Context: an optimization exercise on an open-source flow, tuned for small area, a short achievable clock period and few clock cycles per item. The choices shown serve that exercise and are no tape-out recipe.
No run shown here included a check of the RTL's function; only the layout flow was run.

==> flow/design.v, too long to show whole: its modules and the start of the top module <==
// module pipelined_floating_point_multiplier: 157 lines
// module fpm_rdy: 7 lines
// module fpm_sticky: 19 lines
// module fpm_round: 66 lines
// module fpm_sigmul: 635 lines
// module fpm_fa: 7 lines
// module fpm_ha: 7 lines
module pipelined_floating_point_multiplier #(
  parameter int unsigned EXPONENT_WIDTH   = 8,
  parameter int unsigned MANTISSA_WIDTH   = 23,
  parameter int unsigned ROUND_TO_NEAREST = 1
) (
  input  logic        clk,
  input  logic        rst,
  input  logic        in_valid,
  output logic        in_ready,
  input  logic [31:0] a,
  input  logic [31:0] b,
  output logic        out_valid,
  input  logic        out_ready,
  output logic [31:0] out,
  output logic        underflow_flag,
  output logic        overflow_flag,
  output logic        invalid_operation_flag
);
  // ...
==> flow/flow/run.sh <==
#!/bin/bash
# The standard layout with two changes: the port buffers are buf_1
# cells, and the modules off the critical paths (the sticky bits, and the
# top module's own logic: operand classification, exponent sum, Booth
# digits) are mapped by ABC with flow/abc_area.script (area recovery)
# before ORFS's own abc call maps the rest with its speed script. The rest of the standard flow's
# synthesis script (synth_recipe.tcl) runs unchanged. The make output goes to
# standard.log; ORFS keeps each step's log under orfs/logs.
set -euo pipefail
here=$(pwd)
export BUFFER_PORTS_ARGS="-buffer_cell sky130_fd_sc_hd__buf_1"
export FLOW_SYNTH_TCL="$here/synth_recipe.tcl"
export MY_ABC_AREA_SCRIPT="$here/flow/abc_area.script"
export MY_ABC_AREA_MODULES="fpm_sticky pipelined_floating_point_multiplier"
sed "s|SYNTH_SCRIPT=[^ ]*|SYNTH_SCRIPT=$here/flow/synth_wrap.tcl|" standard.sh > standard_abc.sh
bash standard_abc.sh > standard.log 2>&1
==> flow/flow/abc_area.script <==
&get -n
&st
&dch
&nf -R 1000
&put
buffer -c
topo
stime -c
upsize -c
dnsize -c
==> flow/flow/synth_wrap.tcl <==
# synth_recipe.tcl with one change: before ORFS's abc call maps the design,
# the modules named in MY_ABC_AREA_MODULES are mapped alone with the script
# MY_ABC_AREA_SCRIPT (area-oriented; these modules are off the critical
# paths). ORFS's own abc call then maps the rest as usual.
proc abc {args} {
  if {[info exists ::env(MY_ABC_AREA_MODULES)] && [info exists ::env(MY_ABC_AREA_SCRIPT)]} {
    set a $args
    set i [lsearch -exact $a -script]
    if {$i >= 0} {
      lset a [expr {$i + 1}] $::env(MY_ABC_AREA_SCRIPT)
      puts "synth_wrap: abc maps $::env(MY_ABC_AREA_MODULES) with $::env(MY_ABC_AREA_SCRIPT)"
      yosys abc {*}$a {*}$::env(MY_ABC_AREA_MODULES)
    }
  }
  yosys abc {*}$args
}
source $::env(FLOW_SYNTH_TCL)
==> flow/standard.sh <==
#!/bin/bash
# synth_recipe.tcl (not shown) runs the flow's synth.tcl, then flattens the netlist and writes it again
# the make line also repeats each setting of config.mk as NAME=value (left out here)
make -C /OpenROAD-flow-scripts/flow DESIGN_CONFIG=/design/flow/config.mk WORK_HOME=/design/flow/orfs CLKGATE_MAP_FILE= SYNTH_SCRIPT=/design/flow/synth_recipe.tcl "${@:-finish}"
==> flow/config.mk <==
export PLATFORM = sky130hd
export DESIGN_NAME = pipelined_floating_point_multiplier
export DESIGN_NICKNAME = pipelined_floating_point_multiplier
export VERILOG_FILES = /design/flow/design.v
export SDC_FILE = /design/flow/constraint.sdc
export NUM_CORES = 4
export LEC_CHECK = 0
export CAP_MARGIN = 20
export CORE_MARGIN = 2
export CORE_UTILIZATION = 40
export SETUP_SLACK_MARGIN = 4.95
export SLEW_MARGIN = 20
export SYNTH_HIERARCHICAL = 1
==> flow/constraint.sdc <==
create_clock -name core_clock -period 9.0 [get_ports {clk}]
set_input_delay 1.8000 -clock core_clock [delete_from_list [all_inputs] [get_ports {clk}]]
set_output_delay 1.8000 -clock core_clock [all_outputs]
set_load 0.01 [all_outputs]
==> impl_metrics.ini, run 1 <==
[finish]
multi_input_area_share_pct = 65.4
multi_input_comb_cells = 1722
stdcell_count = 2940
seq_share_pct = 23.0
reg.largest.list = r1_pc (33), r1_ps (33), r2_o (32)
clockNetworkAreaShare_pct = 2.52
final-nonclk-buf-share_pct = 4.74
nClkBuffers = 17

[grt]
use_met3_pct = 6.52
track_usage_pct = 23.3
grt_pass1_wl_mm = 107
use_met1_pct = 31.4
grt_max_degree = 71
gr-max-usage-layer = met2

[drt]
firstDrtPassIters = 9
ant_nets = 0
wl_per_cell_um = 23.6
routed.top_layer = met4
wl_met3_mm = 6.85

[critical_path]
rr_startpoint = r1_ps[18]$_DFFE_PP_
crit_path_frequent_cell = o31a_1
required_ns = 9.36

[yosys]
synth_mux_area_share_pct = 0.461
syn-cell-area_um2 = 23100
synth_top_family_by_area = adder cells
synth.largest_area_cell = edfxtp_1
synth_enable_flop_cells = 190
synth_common_cells = xnor2_1, a22oi_1, fa_1
ys_seq_area_share_pct = 25.0

[placed_design]
placed_area_um2 = 23700
hpwl_mm = 44.1

[worst_hold_path]
holdPathStages = 0

[cts]
post_cts_buffers = 18
clk_pin_slew_worst_paths_ns = 0.10
holdBufCountCts = 0

[die]
nWellTaps = 765
die_y_um = 244
die_w_um = 244

[status]
status = complete, no violations

[timing]
whs_ns = 0.423
==> module pipelined_floating_point_multiplier, before the edit <==
module pipelined_floating_point_multiplier #(
  parameter int unsigned EXPONENT_WIDTH   = 8,
  parameter int unsigned MANTISSA_WIDTH   = 23,
  parameter int unsigned ROUND_TO_NEAREST = 1
) (
  input  logic        clk,
  input  logic        rst,
  input  logic        in_valid,
  output logic        in_ready,
  input  logic [31:0] a,
  input  logic [31:0] b,
  output logic        out_valid,
  input  logic        out_ready,
  output logic [31:0] out,
  output logic        underflow_flag,
  output logic        overflow_flag,
  output logic        invalid_operation_flag
);
  logic en;
  logic r2_v;
  fpm_rdy u_rdy_port (.v(r2_v), .ordy(out_ready), .rdy(in_ready));
  fpm_rdy u_rdy_en   (.v(r2_v), .ordy(out_ready), .rdy(en));
  logic        a_s, b_s;
  logic [7:0]  a_e, b_e;
  logic [22:0] a_m, b_m;
  assign {a_s, a_e, a_m} = a;
  assign {b_s, b_e, b_m} = b;
  logic a_e1, b_e1, a_ez, b_ez;
  assign a_e1 = &a_e;
  assign b_e1 = &b_e;
  assign a_ez = ~|a_e;
  assign b_ez = ~|b_e;
  logic [25:0] yy;
  logic [11:0] c_bone, c_btwo, c_bneg;
  assign yy = {1'b1, b_m, 1'b0};
  always_comb begin
    for (int k = 0; k < 12; k++) begin
      c_bone[k] = yy[2*k+1] ^ yy[2*k];
      c_btwo[k] = (yy[2*k+2] & ~yy[2*k+1] & ~yy[2*k]) | (~yy[2*k+2] & yy[2*k+1] & yy[2*k]);
      c_bneg[k] = yy[2*k+2];
    end
  end
  logic        r0_v;
  logic        r0_s;
  logic        r0_a_e1, r0_a_ez, r0_b_e1, r0_b_ez;
  logic [8:0]  r0_es;
  logic [22:0] r0_ma;
  logic [11:0] r0_bone, r0_btwo, r0_bneg;
  always_ff @(posedge clk or posedge rst) begin
    if (rst)     r0_v <= 1'b0;
    else if (en) r0_v <= in_valid;
  end
  always_ff @(posedge clk) begin
    if (en) begin
      r0_s    <= a_s ^ b_s;
      r0_a_e1 <= a_e1;
      r0_a_ez <= a_ez;
      r0_b_e1 <= b_e1;
      r0_b_ez <= b_ez;
      r0_es   <= {1'b0, a_e} + {1'b0, b_e};
      r0_ma   <= a_m;
      r0_bone <= c_bone;
      r0_btwo <= c_btwo;
      r0_bneg <= c_bneg;
    end
  end
  logic [47:15] ps, pc;
  logic         pcin;
  fpm_sigmul u_mul (.x(r0_ma), .bone(r0_bone), .btwo(r0_btwo), .bneg(r0_bneg),
                    .s(ps), .c(pc), .cin(pcin));
  logic [22:0] ym;
  always_comb begin
    for (int k = 0; k < 12; k++) begin
      if (2*k+1 <= 22) ym[2*k+1] = r0_bneg[k];
      ym[2*k] = r0_bone[k] ^ ((k == 0) ? 1'b0 : r0_bneg[(k == 0) ? 0 : k-1]);
    end
  end
  logic st0, st1;
  fpm_sticky u_sticky (.x(r0_ma), .y(ym), .st0(st0), .st1(st1));
  logic a_nan, b_nan, a_inf, b_inf;
  logic c_nan, c_inf, c_zero, c_inv;
  logic a_mz, b_mz;
  always_comb begin
    a_mz   = ~|r0_ma;
    b_mz   = ~|ym;
    a_nan  = r0_a_e1 && !a_mz;
    b_nan  = r0_b_e1 && !b_mz;
    a_inf  = r0_a_e1 && a_mz;
    b_inf  = r0_b_e1 && b_mz;
    c_nan  = 1'b0;
    c_inf  = 1'b0;
    c_zero = 1'b0;
    c_inv  = 1'b0;
    if (a_nan || b_nan) begin
      c_nan = 1'b1;
      c_inv = (a_nan && !r0_ma[22]) || (b_nan && !ym[22]);
    end else if ((a_inf && r0_b_ez) || (r0_a_ez && b_inf)) begin
      c_nan = 1'b1;
      c_inv = 1'b1;
    end else if (a_inf || b_inf) begin
      c_inf = 1'b1;
    end else if (r0_a_ez || r0_b_ez) begin
      c_zero = 1'b1;
    end
  end
  logic        r1_s, r1_nan, r1_inf, r1_zero, r1_inv;
  logic [8:0]  r1_es;
  logic [47:15] r1_ps, r1_pc;
  logic         r1_cin;
  logic        r1_st0, r1_st1;
  logic        r1_v;
  always_ff @(posedge clk or posedge rst) begin
    if (rst)     r1_v <= 1'b0;
    else if (en) r1_v <= r0_v;
  end
  always_ff @(posedge clk) begin
    if (en) begin
      r1_s    <= r0_s;
      r1_nan  <= c_nan;
      r1_inf  <= c_inf;
      r1_zero <= c_zero;
      r1_inv  <= c_inv;
      r1_es   <= r0_es;
      r1_ps   <= ps;
      r1_pc   <= pc;
      r1_cin  <= pcin;
      r1_st0  <= st0;               
      r1_st1  <= st1;               
    end
  end
  logic [31:0] o_d;
  logic        uf_d, of_d, inv_d;
  fpm_round u_round (
    .ps(r1_ps), .pc(r1_pc), .cin(r1_cin), .st0(r1_st0), .st1(r1_st1),
    .es(r1_es), .sgn(r1_s), .nan(r1_nan), .inf(r1_inf), .zero(r1_zero),
    .inv(r1_inv), .o(o_d), .uf_o(uf_d), .of_o(of_d), .inv_o(inv_d)
  );
  logic [31:0] r2_o;
  logic        r2_uf, r2_of, r2_inv;
  always_ff @(posedge clk or posedge rst) begin
    if (rst)     r2_v <= 1'b0;
    else if (en) r2_v <= r1_v;
  end
  always_ff @(posedge clk) begin
    if (en) begin
      r2_o   <= o_d;
      r2_uf  <= uf_d;
      r2_of  <= of_d;
      r2_inv <= inv_d;
    end
  end
  assign out                    = r2_o;
  assign underflow_flag         = r2_uf;
  assign overflow_flag          = r2_of;
  assign invalid_operation_flag = r2_inv;
  assign out_valid = r2_v;
endmodule
==> run 2: changes to the inputs <==
--- a/flow/design.v
+++ b/flow/design.v
@@ -77,4 +77,14 @@
   end
-  logic st0, st1;
-  fpm_sticky u_sticky (.x(r0_ma), .y(ym), .st0(st0), .st1(st1));
+  logic [23:0] za, zb;
+  logic        z22, z23;
+  always_comb begin
+    for (int i = 0; i < 24; i++) begin
+      za[i] = ~|({1'b0, r0_ma} & ((24'd1 << i) - 24'd1));
+      zb[i] = ~|({1'b0, ym} & ((24'd1 << i) - 24'd1));
+    end
+    z22 = 1'b0;
+    z23 = 1'b0;
+    for (int i = 0; i <= 22; i++) z22 = z22 | (za[i] & zb[22-i]);
+    for (int i = 0; i <= 23; i++) z23 = z23 | (za[i] & zb[23-i]);
+  end
   logic a_nan, b_nan, a_inf, b_inf;
@@ -126,5 +136,46 @@
       r1_cin  <= pcin;
-      r1_st0  <= st0;               
-      r1_st1  <= st1;               
+      r1_st0  <= !z22;              
+      r1_st1  <= !z23;              
+    end
+  end
+  logic [47:15] r1_p;
+  fpm_cpa u_cpa (.a(r1_ps), .b(r1_pc), .ci(r1_cin), .s(r1_p));
+  logic        hi;
+  logic [22:0] man_h, man_l;
+  logic        rnd_h, rnd_l;
+  logic [23:0] mr_h, mr_l;
+  logic [23:0] ones;
+  logic [22:0] man_r;
+  logic        cy;
+  logic        uf, of;
+  logic [7:0]  e_p1, e_p2, e_out;
+  logic [7:0]  e_0;
+  logic        uf0, uf1, of0, of1, m0, m1;
+  always_comb begin
+    e_0 = r1_es[7:0] + 8'd129;       
+    uf0 = r1_es < 9'd128;            
+    uf1 = r1_es < 9'd127;            
+    of0 = r1_es >= 9'd382;           
+    of1 = r1_es >= 9'd381;           
+    m0  = r1_es == 9'd381;           
+    m1  = r1_es == 9'd380;           
+  end
+  always_comb begin
+    hi    = r1_p[47];
+    man_h = r1_p[46:24];
+    man_l = r1_p[45:23];
+    rnd_h = r1_p[23] && (r1_st1 || man_h[0]);
+    rnd_l = r1_p[22] && (r1_st0 || man_l[0]);
+    for (int k = 0; k < 24; k++) ones[k] = &(r1_p[46:24] | ~(23'h7FFFFF >> (23 - k)));
+    for (int i = 0; i < 24; i++) begin
+      mr_h[i] = (i < 23 ? r1_p[24+i] : 1'b0) ^ (rnd_h & ones[i]);
+      mr_l[i] = (i < 23 ? r1_p[23+i] : 1'b0) ^ (rnd_l & (i == 0 ? 1'b1 : r1_p[23] & ones[i == 0 ? 0 : i-1]));
     end
+    man_r = hi ? mr_h[22:0] : mr_l[22:0];
+    cy    = hi ? mr_h[23] : mr_l[23];
+    uf    = hi ? uf1 : uf0;
+    of    = hi ? (of1 || (m1 && mr_h[23])) : (of0 || (m0 && mr_l[23]));
+    e_p1  = r1_es[7:0] + 8'd130;
+    e_p2  = r1_es[7:0] + 8'd131;
+    e_out = (hi && cy) ? e_p2 : (hi || cy) ? e_p1 : e_0;
   end
@@ -132,7 +183,22 @@
   logic        uf_d, of_d, inv_d;
-  fpm_round u_round (
-    .ps(r1_ps), .pc(r1_pc), .cin(r1_cin), .st0(r1_st0), .st1(r1_st1),
-    .es(r1_es), .sgn(r1_s), .nan(r1_nan), .inf(r1_inf), .zero(r1_zero),
-    .inv(r1_inv), .o(o_d), .uf_o(uf_d), .of_o(of_d), .inv_o(inv_d)
-  );
+  always_comb begin
+    o_d   = {r1_s, e_out, man_r};
+    uf_d  = 1'b0;
+    of_d  = 1'b0;
+    inv_d = 1'b0;
+    if (r1_nan) begin
+      o_d   = 32'hFFC00000;
+      inv_d = r1_inv;
+    end else if (r1_inf) begin
+      o_d = {r1_s, 8'hFF, 23'd0};
+    end else if (r1_zero) begin
+      o_d = {r1_s, 31'd0};
+    end else if (uf) begin
+      o_d  = {r1_s, 31'd0};
+      uf_d = 1'b1;
+    end else if (of) begin
+      o_d  = {r1_s, 8'hFF, 23'd0};
+      of_d = 1'b1;
+    end
+  end
   logic [31:0] r2_o;
@@ -164,87 +230,2 @@
 endmodule
-module fpm_sticky (
-  input  logic [22:0] x, y,
-  output logic        st0, st1
-);
-  logic [23:0] za, zb;
-  logic        z22, z23;
-  always_comb begin
-    for (int i = 0; i < 24; i++) begin
-      za[i] = ~|({1'b0, x} & ((24'd1 << i) - 24'd1));
-      zb[i] = ~|({1'b0, y} & ((24'd1 << i) - 24'd1));
-    end
-    z22 = 1'b0;
-    z23 = 1'b0;
-    for (int i = 0; i <= 22; i++) z22 = z22 | (za[i] & zb[22-i]);
-    for (int i = 0; i <= 23; i++) z23 = z23 | (za[i] & zb[23-i]);
-  end
-  assign st0 = !z22;
-  assign st1 = !z23;
-endmodule
-module fpm_round (
-  input  logic [47:15] ps, pc,
-  input  logic         cin, st0, st1,
-  input  logic [8:0]   es,
-  input  logic         sgn, nan, inf, zero, inv,
-  output logic [31:0]  o,
-  output logic         uf_o, of_o, inv_o
-);
-  logic [47:15] p;
-  assign p = ps + pc + 33'(cin);
-  logic        hi;
-  logic [22:0] man_h, man_l;
-  logic        rnd_h, rnd_l;
-  logic [23:0] mr_h, mr_l;
-  logic [22:0] man_r;
-  logic        cy;
-  logic        uf, of;
-  logic [7:0]  e_p1, e_p2, e_out;
-  logic [7:0]  e_0;
-  logic        uf0, uf1, of0, of1, m0, m1;
-  always_comb begin
-    e_0 = es[7:0] + 8'd129;       
-    uf0 = es < 9'd128;            
-    uf1 = es < 9'd127;            
-    of0 = es >= 9'd382;           
-    of1 = es >= 9'd381;           
-    m0  = es == 9'd381;           
-    m1  = es == 9'd380;           
-  end
-  always_comb begin
-    hi    = p[47];
-    man_h = p[46:24];
-    man_l = p[45:23];
-    rnd_h = p[23] && (st1 || man_h[0]);
-    rnd_l = p[22] && (st0 || man_l[0]);
-    mr_h  = {1'b0, man_h} + 24'(rnd_h);
-    mr_l  = {1'b0, man_l} + 24'(rnd_l);
-    man_r = hi ? mr_h[22:0] : mr_l[22:0];
-    cy    = hi ? mr_h[23] : mr_l[23];
-    uf    = hi ? uf1 : uf0;
-    of    = hi ? (of1 || (m1 && mr_h[23])) : (of0 || (m0 && mr_l[23]));
-    e_p1  = es[7:0] + 8'd130;
-    e_p2  = es[7:0] + 8'd131;
-    e_out = (hi && cy) ? e_p2 : (hi || cy) ? e_p1 : e_0;
-  end
-  always_comb begin
-    o     = {sgn, e_out, man_r};
-    uf_o  = 1'b0;
-    of_o  = 1'b0;
-    inv_o = 1'b0;
-    if (nan) begin
-      o     = 32'hFFC00000;
-      inv_o = inv;
-    end else if (inf) begin
-      o = {sgn, 8'hFF, 23'd0};
-    end else if (zero) begin
-      o = {sgn, 31'd0};
-    end else if (uf) begin
-      o    = {sgn, 31'd0};
-      uf_o = 1'b1;
-    end else if (of) begin
-      o    = {sgn, 8'hFF, 23'd0};
-      of_o = 1'b1;
-    end
-  end
-endmodule
 module fpm_sigmul (
@@ -884,2 +865,207 @@
 endmodule
+module fpm_cpa (
+  input  logic [32:0] a, b,
+  input  logic ci,
+  output logic [32:0] s
+);
+  logic [32:0] p0, g0;
+  assign p0 = a ^ b;
+  assign g0 = a & b;
+  wire gc0 = g0[0] | (p0[0] & ci);
+  wire gl0_1 = g0[1] | (p0[1] & gc0);
+  wire pl0_1 = p0[1] & p0[0];
+  wire gl0_3 = g0[3] | (p0[3] & g0[2]);
+  wire pl0_3 = p0[3] & p0[2];
+  wire gl0_5 = g0[5] | (p0[5] & g0[4]);
+  wire pl0_5 = p0[5] & p0[4];
+  wire gl0_7 = g0[7] | (p0[7] & g0[6]);
+  wire pl0_7 = p0[7] & p0[6];
+  wire gl0_9 = g0[9] | (p0[9] & g0[8]);
+  wire pl0_9 = p0[9] & p0[8];
+  wire gl0_11 = g0[11] | (p0[11] & g0[10]);
+  wire pl0_11 = p0[11] & p0[10];
+  wire gl0_13 = g0[13] | (p0[13] & g0[12]);
+  wire pl0_13 = p0[13] & p0[12];
+  wire gl0_15 = g0[15] | (p0[15] & g0[14]);
+  wire pl0_15 = p0[15] & p0[14];
+  wire gl0_17 = g0[17] | (p0[17] & g0[16]);
+  wire pl0_17 = p0[17] & p0[16];
+  wire gl0_19 = g0[19] | (p0[19] & g0[18]);
+  wire pl0_19 = p0[19] & p0[18];
+  wire gl0_21 = g0[21] | (p0[21] & g0[20]);
+  wire pl0_21 = p0[21] & p0[20];
+  wire gl0_23 = g0[23] | (p0[23] & g0[22]);
+  wire pl0_23 = p0[23] & p0[22];
+  wire gl0_25 = g0[25] | (p0[25] & g0[24]);
+  wire pl0_25 = p0[25] & p0[24];
+  wire gl0_27 = g0[27] | (p0[27] & g0[26]);
+  wire pl0_27 = p0[27] & p0[26];
+  wire gl0_29 = g0[29] | (p0[29] & g0[28]);
+  wire pl0_29 = p0[29] & p0[28];
+  wire gl0_31 = g0[31] | (p0[31] & g0[30]);
+  wire pl0_31 = p0[31] & p0[30];
+  wire gl1_2 = g0[2] | (p0[2] & gl0_1);
+  wire pl1_2 = p0[2] & pl0_1;
+  wire gl1_3 = gl0_3 | (pl0_3 & gl0_1);
+  wire pl1_3 = pl0_3 & pl0_1;
+  wire gl1_6 = g0[6] | (p0[6] & gl0_5);
+  wire pl1_6 = p0[6] & pl0_5;
+  wire gl1_7 = gl0_7 | (pl0_7 & gl0_5);
+  wire pl1_7 = pl0_7 & pl0_5;
+  wire gl1_10 = g0[10] | (p0[10] & gl0_9);
+  wire pl1_10 = p0[10] & pl0_9;
+  wire gl1_11 = gl0_11 | (pl0_11 & gl0_9);
+  wire pl1_11 = pl0_11 & pl0_9;
+  wire gl1_14 = g0[14] | (p0[14] & gl0_13);
+  wire pl1_14 = p0[14] & pl0_13;
+  wire gl1_15 = gl0_15 | (pl0_15 & gl0_13);
+  wire pl1_15 = pl0_15 & pl0_13;
+  wire gl1_18 = g0[18] | (p0[18] & gl0_17);
+  wire pl1_18 = p0[18] & pl0_17;
+  wire gl1_19 = gl0_19 | (pl0_19 & gl0_17);
+  wire pl1_19 = pl0_19 & pl0_17;
+  wire gl1_22 = g0[22] | (p0[22] & gl0_21);
+  wire pl1_22 = p0[22] & pl0_21;
+  wire gl1_23 = gl0_23 | (pl0_23 & gl0_21);
+  wire pl1_23 = pl0_23 & pl0_21;
+  wire gl1_26 = g0[26] | (p0[26] & gl0_25);
+  wire pl1_26 = p0[26] & pl0_25;
+  wire gl1_27 = gl0_27 | (pl0_27 & gl0_25);
+  wire pl1_27 = pl0_27 & pl0_25;
+  wire gl1_30 = g0[30] | (p0[30] & gl0_29);
+  wire pl1_30 = p0[30] & pl0_29;
+  wire gl1_31 = gl0_31 | (pl0_31 & gl0_29);
+  wire pl1_31 = pl0_31 & pl0_29;
+  wire gl2_4 = g0[4] | (p0[4] & gl1_3);
+  wire pl2_4 = p0[4] & pl1_3;
+  wire gl2_5 = gl0_5 | (pl0_5 & gl1_3);
+  wire pl2_5 = pl0_5 & pl1_3;
+  wire gl2_6 = gl1_6 | (pl1_6 & gl1_3);
+  wire pl2_6 = pl1_6 & pl1_3;
+  wire gl2_7 = gl1_7 | (pl1_7 & gl1_3);
+  wire pl2_7 = pl1_7 & pl1_3;
+  wire gl2_12 = g0[12] | (p0[12] & gl1_11);
+  wire pl2_12 = p0[12] & pl1_11;
+  wire gl2_13 = gl0_13 | (pl0_13 & gl1_11);
+  wire pl2_13 = pl0_13 & pl1_11;
+  wire gl2_14 = gl1_14 | (pl1_14 & gl1_11);
+  wire pl2_14 = pl1_14 & pl1_11;
+  wire gl2_15 = gl1_15 | (pl1_15 & gl1_11);
+  wire pl2_15 = pl1_15 & pl1_11;
+  wire gl2_20 = g0[20] | (p0[20] & gl1_19);
+  wire pl2_20 = p0[20] & pl1_19;
+  wire gl2_21 = gl0_21 | (pl0_21 & gl1_19);
+  wire pl2_21 = pl0_21 & pl1_19;
+  wire gl2_22 = gl1_22 | (pl1_22 & gl1_19);
+  wire pl2_22 = pl1_22 & pl1_19;
+  wire gl2_23 = gl1_23 | (pl1_23 & gl1_19);
+  wire pl2_23 = pl1_23 & pl1_19;
+  wire gl2_28 = g0[28] | (p0[28] & gl1_27);
+  wire pl2_28 = p0[28] & pl1_27;
+  wire gl2_29 = gl0_29 | (pl0_29 & gl1_27);
+  wire pl2_29 = pl0_29 & pl1_27;
+  wire gl2_30 = gl1_30 | (pl1_30 & gl1_27);
+  wire pl2_30 = pl1_30 & pl1_27;
+  wire gl2_31 = gl1_31 | (pl1_31 & gl1_27);
+  wire pl2_31 = pl1_31 & pl1_27;
+  wire gl3_8 = g0[8] | (p0[8] & gl2_7);
+  wire pl3_8 = p0[8] & pl2_7;
+  wire gl3_9 = gl0_9 | (pl0_9 & gl2_7);
+  wire pl3_9 = pl0_9 & pl2_7;
+  wire gl3_10 = gl1_10 | (pl1_10 & gl2_7);
+  wire pl3_10 = pl1_10 & pl2_7;
+  wire gl3_11 = gl1_11 | (pl1_11 & gl2_7);
+  wire pl3_11 = pl1_11 & pl2_7;
+  wire gl3_12 = gl2_12 | (pl2_12 & gl2_7);
+  wire pl3_12 = pl2_12 & pl2_7;
+  wire gl3_13 = gl2_13 | (pl2_13 & gl2_7);
+  wire pl3_13 = pl2_13 & pl2_7;
+  wire gl3_14 = gl2_14 | (pl2_14 & gl2_7);
+  wire pl3_14 = pl2_14 & pl2_7;
+  wire gl3_15 = gl2_15 | (pl2_15 & gl2_7);
+  wire pl3_15 = pl2_15 & pl2_7;
+  wire gl3_24 = g0[24] | (p0[24] & gl2_23);
+  wire pl3_24 = p0[24] & pl2_23;
+  wire gl3_25 = gl0_25 | (pl0_25 & gl2_23);
+  wire pl3_25 = pl0_25 & pl2_23;
+  wire gl3_26 = gl1_26 | (pl1_26 & gl2_23);
+  wire pl3_26 = pl1_26 & pl2_23;
+  wire gl3_27 = gl1_27 | (pl1_27 & gl2_23);
+  wire pl3_27 = pl1_27 & pl2_23;
+  wire gl3_28 = gl2_28 | (pl2_28 & gl2_23);
+  wire pl3_28 = pl2_28 & pl2_23;
+  wire gl3_29 = gl2_29 | (pl2_29 & gl2_23);
+  wire pl3_29 = pl2_29 & pl2_23;
+  wire gl3_30 = gl2_30 | (pl2_30 & gl2_23);
+  wire pl3_30 = pl2_30 & pl2_23;
+  wire gl3_31 = gl2_31 | (pl2_31 & gl2_23);
+  wire pl3_31 = pl2_31 & pl2_23;
+  wire gl4_16 = g0[16] | (p0[16] & gl3_15);
+  wire pl4_16 = p0[16] & pl3_15;
+  wire gl4_17 = gl0_17 | (pl0_17 & gl3_15);
+  wire pl4_17 = pl0_17 & pl3_15;
+  wire gl4_18 = gl1_18 | (pl1_18 & gl3_15);
+  wire pl4_18 = pl1_18 & pl3_15;
+  wire gl4_19 = gl1_19 | (pl1_19 & gl3_15);
+  wire pl4_19 = pl1_19 & pl3_15;
+  wire gl4_20 = gl2_20 | (pl2_20 & gl3_15);
+  wire pl4_20 = pl2_20 & pl3_15;
+  wire gl4_21 = gl2_21 | (pl2_21 & gl3_15);
+  wire pl4_21 = pl2_21 & pl3_15;
+  wire gl4_22 = gl2_22 | (pl2_22 & gl3_15);
+  wire pl4_22 = pl2_22 & pl3_15;
+  wire gl4_23 = gl2_23 | (pl2_23 & gl3_15);
+  wire pl4_23 = pl2_23 & pl3_15;
+  wire gl4_24 = gl3_24 | (pl3_24 & gl3_15);
+  wire pl4_24 = pl3_24 & pl3_15;
+  wire gl4_25 = gl3_25 | (pl3_25 & gl3_15);
+  wire pl4_25 = pl3_25 & pl3_15;
+  wire gl4_26 = gl3_26 | (pl3_26 & gl3_15);
+  wire pl4_26 = pl3_26 & pl3_15;
+  wire gl4_27 = gl3_27 | (pl3_27 & gl3_15);
+  wire pl4_27 = pl3_27 & pl3_15;
+  wire gl4_28 = gl3_28 | (pl3_28 & gl3_15);
+  wire pl4_28 = pl3_28 & pl3_15;
+  wire gl4_29 = gl3_29 | (pl3_29 & gl3_15);
+  wire pl4_29 = pl3_29 & pl3_15;
+  wire gl4_30 = gl3_30 | (pl3_30 & gl3_15);
+  wire pl4_30 = pl3_30 & pl3_15;
+  wire gl4_31 = gl3_31 | (pl3_31 & gl3_15);
+  wire pl4_31 = pl3_31 & pl3_15;
+  wire gl5_32 = g0[32] | (p0[32] & gl4_31);
+  wire pl5_32 = p0[32] & pl4_31;
+  assign s[0] = p0[0] ^ ci;
+  assign s[1] = p0[1] ^ gc0;
+  assign s[2] = p0[2] ^ gl0_1;
+  assign s[3] = p0[3] ^ gl1_2;
+  assign s[4] = p0[4] ^ gl1_3;
+  assign s[5] = p0[5] ^ gl2_4;
+  assign s[6] = p0[6] ^ gl2_5;
+  assign s[7] = p0[7] ^ gl2_6;
+  assign s[8] = p0[8] ^ gl2_7;
+  assign s[9] = p0[9] ^ gl3_8;
+  assign s[10] = p0[10] ^ gl3_9;
+  assign s[11] = p0[11] ^ gl3_10;
+  assign s[12] = p0[12] ^ gl3_11;
+  assign s[13] = p0[13] ^ gl3_12;
+  assign s[14] = p0[14] ^ gl3_13;
+  assign s[15] = p0[15] ^ gl3_14;
+  assign s[16] = p0[16] ^ gl3_15;
+  assign s[17] = p0[17] ^ gl4_16;
+  assign s[18] = p0[18] ^ gl4_17;
+  assign s[19] = p0[19] ^ gl4_18;
+  assign s[20] = p0[20] ^ gl4_19;
+  assign s[21] = p0[21] ^ gl4_20;
+  assign s[22] = p0[22] ^ gl4_21;
+  assign s[23] = p0[23] ^ gl4_22;
+  assign s[24] = p0[24] ^ gl4_23;
+  assign s[25] = p0[25] ^ gl4_24;
+  assign s[26] = p0[26] ^ gl4_25;
+  assign s[27] = p0[27] ^ gl4_26;
+  assign s[28] = p0[28] ^ gl4_27;
+  assign s[29] = p0[29] ^ gl4_28;
+  assign s[30] = p0[30] ^ gl4_29;
+  assign s[31] = p0[31] ^ gl4_30;
+  assign s[32] = p0[32] ^ gl4_31;
+endmodule
 module fpm_fa (
==> flow/flow/run.sh (replaced) <==
#!/bin/bash
# Standard layout, with the port buffers as buf_1 cells instead of the
# default choice. Each tool's output goes to a log file in this folder.
set -e

export BUFFER_PORTS_ARGS="-buffer_cell sky130_fd_sc_hd__buf_1"
bash standard.sh > standard.log 2>&1
removed: flow/flow/abc_area.script
removed: flow/flow/synth_wrap.tcl
==> run 2 against run 1 <==
Synthesized cell count fell by 8.8%. Largest cell class unchanged. Non-clock buffer count rose by 54. Register-to-register slack got worse by 0.28 ns. Count of clock-buffer cells in the layout did not move. Fmax fell by 6.6%. Synthesized area fell by 4.9%. Critical endpoint is now r2_o[30]$_SDFFCE_PP1P_. Die area fell by 4.8%. Routed wire length fell by 6.8%. Core utilization rose by 2.5 points.
==> impl_metrics.ini, run 2 <==
[status]
status = complete, no violations

[die]
die_w_um = 238
die_area_um2 = 56800
die_y_um = 238
core_um2 = 54000
start_util_pct = 40.6
ios = 105
rows = 85

[yosys]
synth_warnings = 8
synth_cells = 1966
syn-cell-area_um2 = 22000
syn_avg_cell_area_um2 = 11.2

[placed_design]
gp_congestion = 0.880
hpwl_mm = 39.1
dp_slack_ns = 3.99
port-buffer-count = 104

[drt]
route.detailed.drc = 0
drt_iter0_markers = 2004
wl_per_cell_um = 23.6
firstDrtPassIters = 7
routed_via_density = 6.04
vias = 16600
ant_nets = 0
drt_wl_total_mm = 64.6

[finish]
layout-drive-gt1-share_pct = 16.3
layout_common_cells = xnor2_1, a22oi_1, fa_1, edfxtp_1, buf_1
utilization_pct = 46.2
antennaDiodeCount = 0
area_growth_pct = 13.7
mostFrequentLayoutCell = xnor2_1
reg.largest.list = r1_pc (33), r1_ps (33), r2_o (32)
num-nets-final = 2456

[grt]
grt_pass1_wl_mm = 99.4
antenna_found_initial = 1
track_usage_pct = 22.8
grt_max_degree = 134
first_global_vias = 17100
grt-ovfl-total = 0

[critical_path]
slowest_stage = fa_2
crit_path_frequent_cell = fa_2
critPathMaxFanout = 6
cpPeakStageDelay_ns = 0.38
cp.arrival_ns = 4.66
startpoint_type = register
worstSetupEndpointType = register
cp_cell_sequence = inv_2 -> fa_2 -> fa_2 -> nand2b_4 -> a21oi_4 -> o21ai_4 -> nand2_2 -> nor2_2 -> o211ai_1 -> a21o_1 -> fa_2 -> xor2_4 -> nand4_1 -> buf_4 -> nor4_4 -> buf_4 -> and4_4 -> buf_6 -> nand2_2 -> a32oi_2 -> o311ai_2 -> a21oi_1
cp.buffers_inverters = 4
required_ns = 9.36
crit_type = register to register
critPathTopFamily = compound AO/OA/AOI/OAI gates

[timing]
worst_slack_ns = 4.70
hold_viol = 0
finalSetupViolCount = 0
slew_violations = 0
fin_crit_ns = 4.30
max_freq_mhz = 233
period_share_pct = 47.8
worst_slew_pin_slew_ns = 1.15
finClkSkew_ns = 0.0221
rsz0062_at_grt = yes
relSlewSlack_pct = 23.2
tns_ns = 0

[cts]
cts-htree-levels = 4
clock_sinks = 193
cts_tree = yes
cts_buffers = 17
clock_path_buffers = 2
clk_latency_ns = 0.52
holdBufCountCts = 0
cts_root_buffer = clkbuf_16
clk_pin_slew_worst_paths_ns = 0.09

[flow_run]
max-cap-violations = 0

[worst_hold_path]
hold_class = register to register
run 2: cell type report:
class | count | area [um2]
clock buffers | 17 | 425
clock inverters | 15 | 206
fillers | 4891 | 29100
inverters | 40 | 154
multi-input cells | 1527 | 15600
flip-flops and latches | 193 | 5780
well taps | 696 | 871
repair buffers | 251 | 1890
run 2: per-layer routing:
layer	global-route usage, %	vias to the layer above	share of wire (%)
li1	-	7109	-
met1	30.7	8259	42
met2	33.7	967	44
met3	7.14	219	10
met4	10.3	2	4.5
met5	0	-	0.025
run 2: through the flow:
| stage | hold WS, ns | area (um2) | std cells |
|---|---|---|---|
| 6_report | 0.419 | 25000 | 2739 |
| 5_1_grt | 0.428 | 25000 | 2739 |
| 3_3_place_gp | 0.404 | 22600 | 2612 |
| 3_5_place_dp | 0.405 | 22600 | 2612 |
| 2_1_floorplan | 0.400 | 22200 | 1977 |
| 4_1_cts | 0.422 | 24200 | 2703 |
run 2: final timing paths:
kind,start,end,slack (ns),cells after the start
setup / recovery,r1_cin$_DFFE_PP_,r2_o[30]$_SDFFCE_PP1P_,4.70,22
hold / removal,r0_es[3]$_DFFE_PP_,r1_es[3]$_DFFE_PP_,0.42,0
setup reg to reg,r1_cin$_DFFE_PP_,r2_o[30]$_SDFFCE_PP1P_,4.70,22
hold reg to reg,r0_es[3]$_DFFE_PP_,r1_es[3]$_DFFE_PP_,0.42,0
max in group asynchronous,rst,r2_v$_DFFE_PP0P_,7.77,2
min in group asynchronous,rst,r0_v$_DFFE_PP0P_,1.11,2
run 2: worst register-to-register path: stages (launching register included):
cell	delay (ns)
edfxtp_1	0.35
inv_2	0.05
fa_2	0.38
fa_2	0.35
nand2b_4	0.15
a21oi_4	0.23
o21ai_4	0.10
nand2_2	0.11
nor2_2	0.04
o211ai_1	0.19
a21o_1	0.17
fa_2	0.25
xor2_4	0.15
nand4_1	0.14
buf_4	0.20
nor4_4	0.11
buf_4	0.19
and4_4	0.30
buf_6	0.12
nand2_2	0.05
a32oi_2	0.23
o311ai_2	0.13
a21oi_1	0.14
run 2: repair_timing:
action | CTS | global route
gates cloned | 7 | 2
setup endpoints to repair | 56 | 44
gates resized for setup | 102 | 83
pin swaps | 42 | 52
buffers inserted | 52 | 34
==> run 3: changes to the inputs <==
--- a/flow/config.mk
+++ b/flow/config.mk
@@ -10,3 +10,3 @@
 export CORE_UTILIZATION = 40
-export SETUP_SLACK_MARGIN = 4.95
+export SETUP_SLACK_MARGIN = 5.0
 export SLEW_MARGIN = 20
==> run 3 against run 2 <==
Core utilization grew 0.34 points. Synthesized area did not move. Fmax fell by 2.3%. Critical endpoint unchanged. Count of clock-buffer cells in the layout stayed put. Die area did not move. Global-route usage rose by 0.34 points. Final area rose by 0.73%.
==> impl_metrics.ini, run 3 <==
[yosys]
syn-cell-area_um2 = 22000
synth_warnings = 8
syn_avg_cell_area_um2 = 11.2
synth_cells = 1966

[grt]
grt-ovfl-total = 0
grt_max_degree = 134
grt_pass1_wl_mm = 101
first_global_vias = 17200
track_usage_pct = 23.2
antenna_found_initial = 1

[critical_path]
setup.worst_path.start = r1_cin$_DFFE_PP_
crit_type = register to register
worstSetupEndpointType = register
startpoint_type = register
required_ns = 9.36
r2r_end = r2_o[30]$_SDFFCE_PP1P_
rr_startpoint = r1_cin$_DFFE_PP_
critPathMaxFanout = 6
reg2reg_slack_ns = 4.60
reg2reg_depth = 19
cp.arrival_ns = 4.76
endpoint = r2_o[30]$_SDFFCE_PP1P_

[drt]
wl_per_cell_um = 23.8
firstDrtPassIters = 6
ant_nets = 0
drt_iter0_markers = 1943
vias = 16700
route.detailed.drc = 0
routed_via_density = 6.06
drt_wl_total_mm = 65.5

[finish]
stdcell_count = 2754
n_fill_cell = 4861
layout-drive-gt1-share_pct = 17.1
antennaDiodeCount = 0
area_growth_pct = 14.5
num-nets-final = 2471
reg.largest.list = r1_pc (33), r1_ps (33), r2_o (32)
utilization_pct = 46.5
mostFrequentLayoutCell = xnor2_1
layout_common_cells = xnor2_1, fa_1, a22oi_1, edfxtp_1, buf_4

[cts]
clock_sinks = 193
cts_buffers = 17
holdBufCountCts = 0
clock_path_buffers = 2
clk_latency_ns = 0.51
cts_root_buffer = clkbuf_16
clk_pin_slew_worst_paths_ns = 0.09
cts-htree-levels = 4
cts_tree = yes

[placed_design]
hpwl_mm = 39.1
dp.cells = 2612
dp_slack_ns = 3.99
gp_congestion = 0.880
port-buffer-count = 104

[die]
rows = 85
ios = 105
core_um2 = 54000
die_y_um = 238
start_util_pct = 40.6
die_w_um = 238
die_area_um2 = 56800

[timing]
finalSetupViolCount = 0
fin_crit_ns = 4.40
slew_violations = 0
finClkSkew_ns = 0.0198
relSlewSlack_pct = 23.3
max_freq_mhz = 227
worst_slew_pin_slew_ns = 1.15
tns_ns = 0
hold_viol = 0
period_share_pct = 48.9
worst_slack_ns = 4.60
rsz0062_at_grt = yes

[worst_hold_path]
hold_class = register to register

[status]
status = complete, no violations

[flow_run]
max-cap-violations = 0
-- run 3: worst min-delay path by stage --
stage | start | to | slack [ns] | depth (start not counted)
floorplan | r0_es[0]$_DFFE_PP_ | r1_es[0]$_DFFE_PP_ | 0.40 | 0
global placement | r0_es[1]$_DFFE_PP_ | r1_es[1]$_DFFE_PP_ | 0.40 | 0
detailed placement | r0_es[3]$_DFFE_PP_ | r1_es[3]$_DFFE_PP_ | 0.40 | 0
CTS | r0_es[3]$_DFFE_PP_ | r1_es[3]$_DFFE_PP_ | 0.42 | 0
global route | r0_es[7]$_DFFE_PP_ | r1_es[7]$_DFFE_PP_ | 0.43 | 0
finish | r0_es[3]$_DFFE_PP_ | r1_es[3]$_DFFE_PP_ | 0.42 | 0
-- run 3: final cells by class --
type | instances | area (um2) | area share, %
well taps | 696 | 871 | 3.46
inverters | 40 | 154 | 0.612
multi-input cells | 1527 | 15700 | 62.3
clock inverters | 15 | 206 | 0.821
repair buffers | 266 | 2050 | 8.15
clock buffers | 17 | 425 | 1.69
flip-flops and latches | 193 | 5780 | 23.0
-- run 3: metal layers --
metal	wire length, um	GRT usage, %
met1	27100	30.9
met2	28700	34.2
met3	6800	7.23
met4	2910	11.1
met5	16	0
-- run 3: repair_timing --
item	CTS	global route
setup endpoints to repair	59	46
setup buffers	66	33
cloned	10	1
pin swaps	46	58
resized for setup	121	71
endpoints found under the hold margin	0	0
-- run 3: worst max-delay path, stage by stage (launching register included) --
cell      delay [ns]
edfxtp_1        0.35
inv_2           0.05
fa_2            0.38
fa_2            0.35
nand2b_4        0.15
a21oi_4         0.23
o21a_1          0.21
o311ai_4        0.15
a21boi_1        0.21
or2_1           0.22
xor2_2          0.28
nand3_2         0.16
nor4_4          0.34
buf_4           0.17
and4_4          0.28
buf_6           0.11
nand2_1         0.04
a32oi_1         0.26
o311ai_2        0.13
a21oi_1         0.16
-- run 3: stage by stage --
step	cell area, um2	hold WS (ns)
CTS	24500	0.422
detailed placement	22600	0.405
floorplan	22200	0.400
global placement	22600	0.404
global route	25100	0.428
finish	25100	0.420

==> what the ideal ports hide <==
In the flow no input, the clock included, has a driving cell. The finished layouts below were timed again as built, in two steps. Step 1 assumes that a clkbuf_16 drives the clock port and a buf_2 every other input. Step 2 times the ports against the registers' clock, not the clock port: input delays grow and output delays shrink by t, the midpoint of the rising clock arrivals with the driver on. Slacks: ideal / step 1 / step 2; pairs: ideal / step 1.
run | t, ns | setup slack, ns | latest minus earliest clock arrival (ns) | worst register clock-pin slew, ns | worst slew at a driven data input, ns
run 1 | 0.568 | 4.984 / 4.984 / 4.984 | 0.024 / 0.024 | 0.10 / 0.10 | 0.03
run 2 | 0.565 | 4.702 / 4.702 / 4.702 | 0.022 / 0.023 | 0.09 / 0.09 | 0.04
run 3 | 0.555 | 4.603 / 4.603 / 4.603 | 0.021 / 0.021 | 0.09 / 0.09 | 0.04
After both steps every run listed still meets setup and hold.
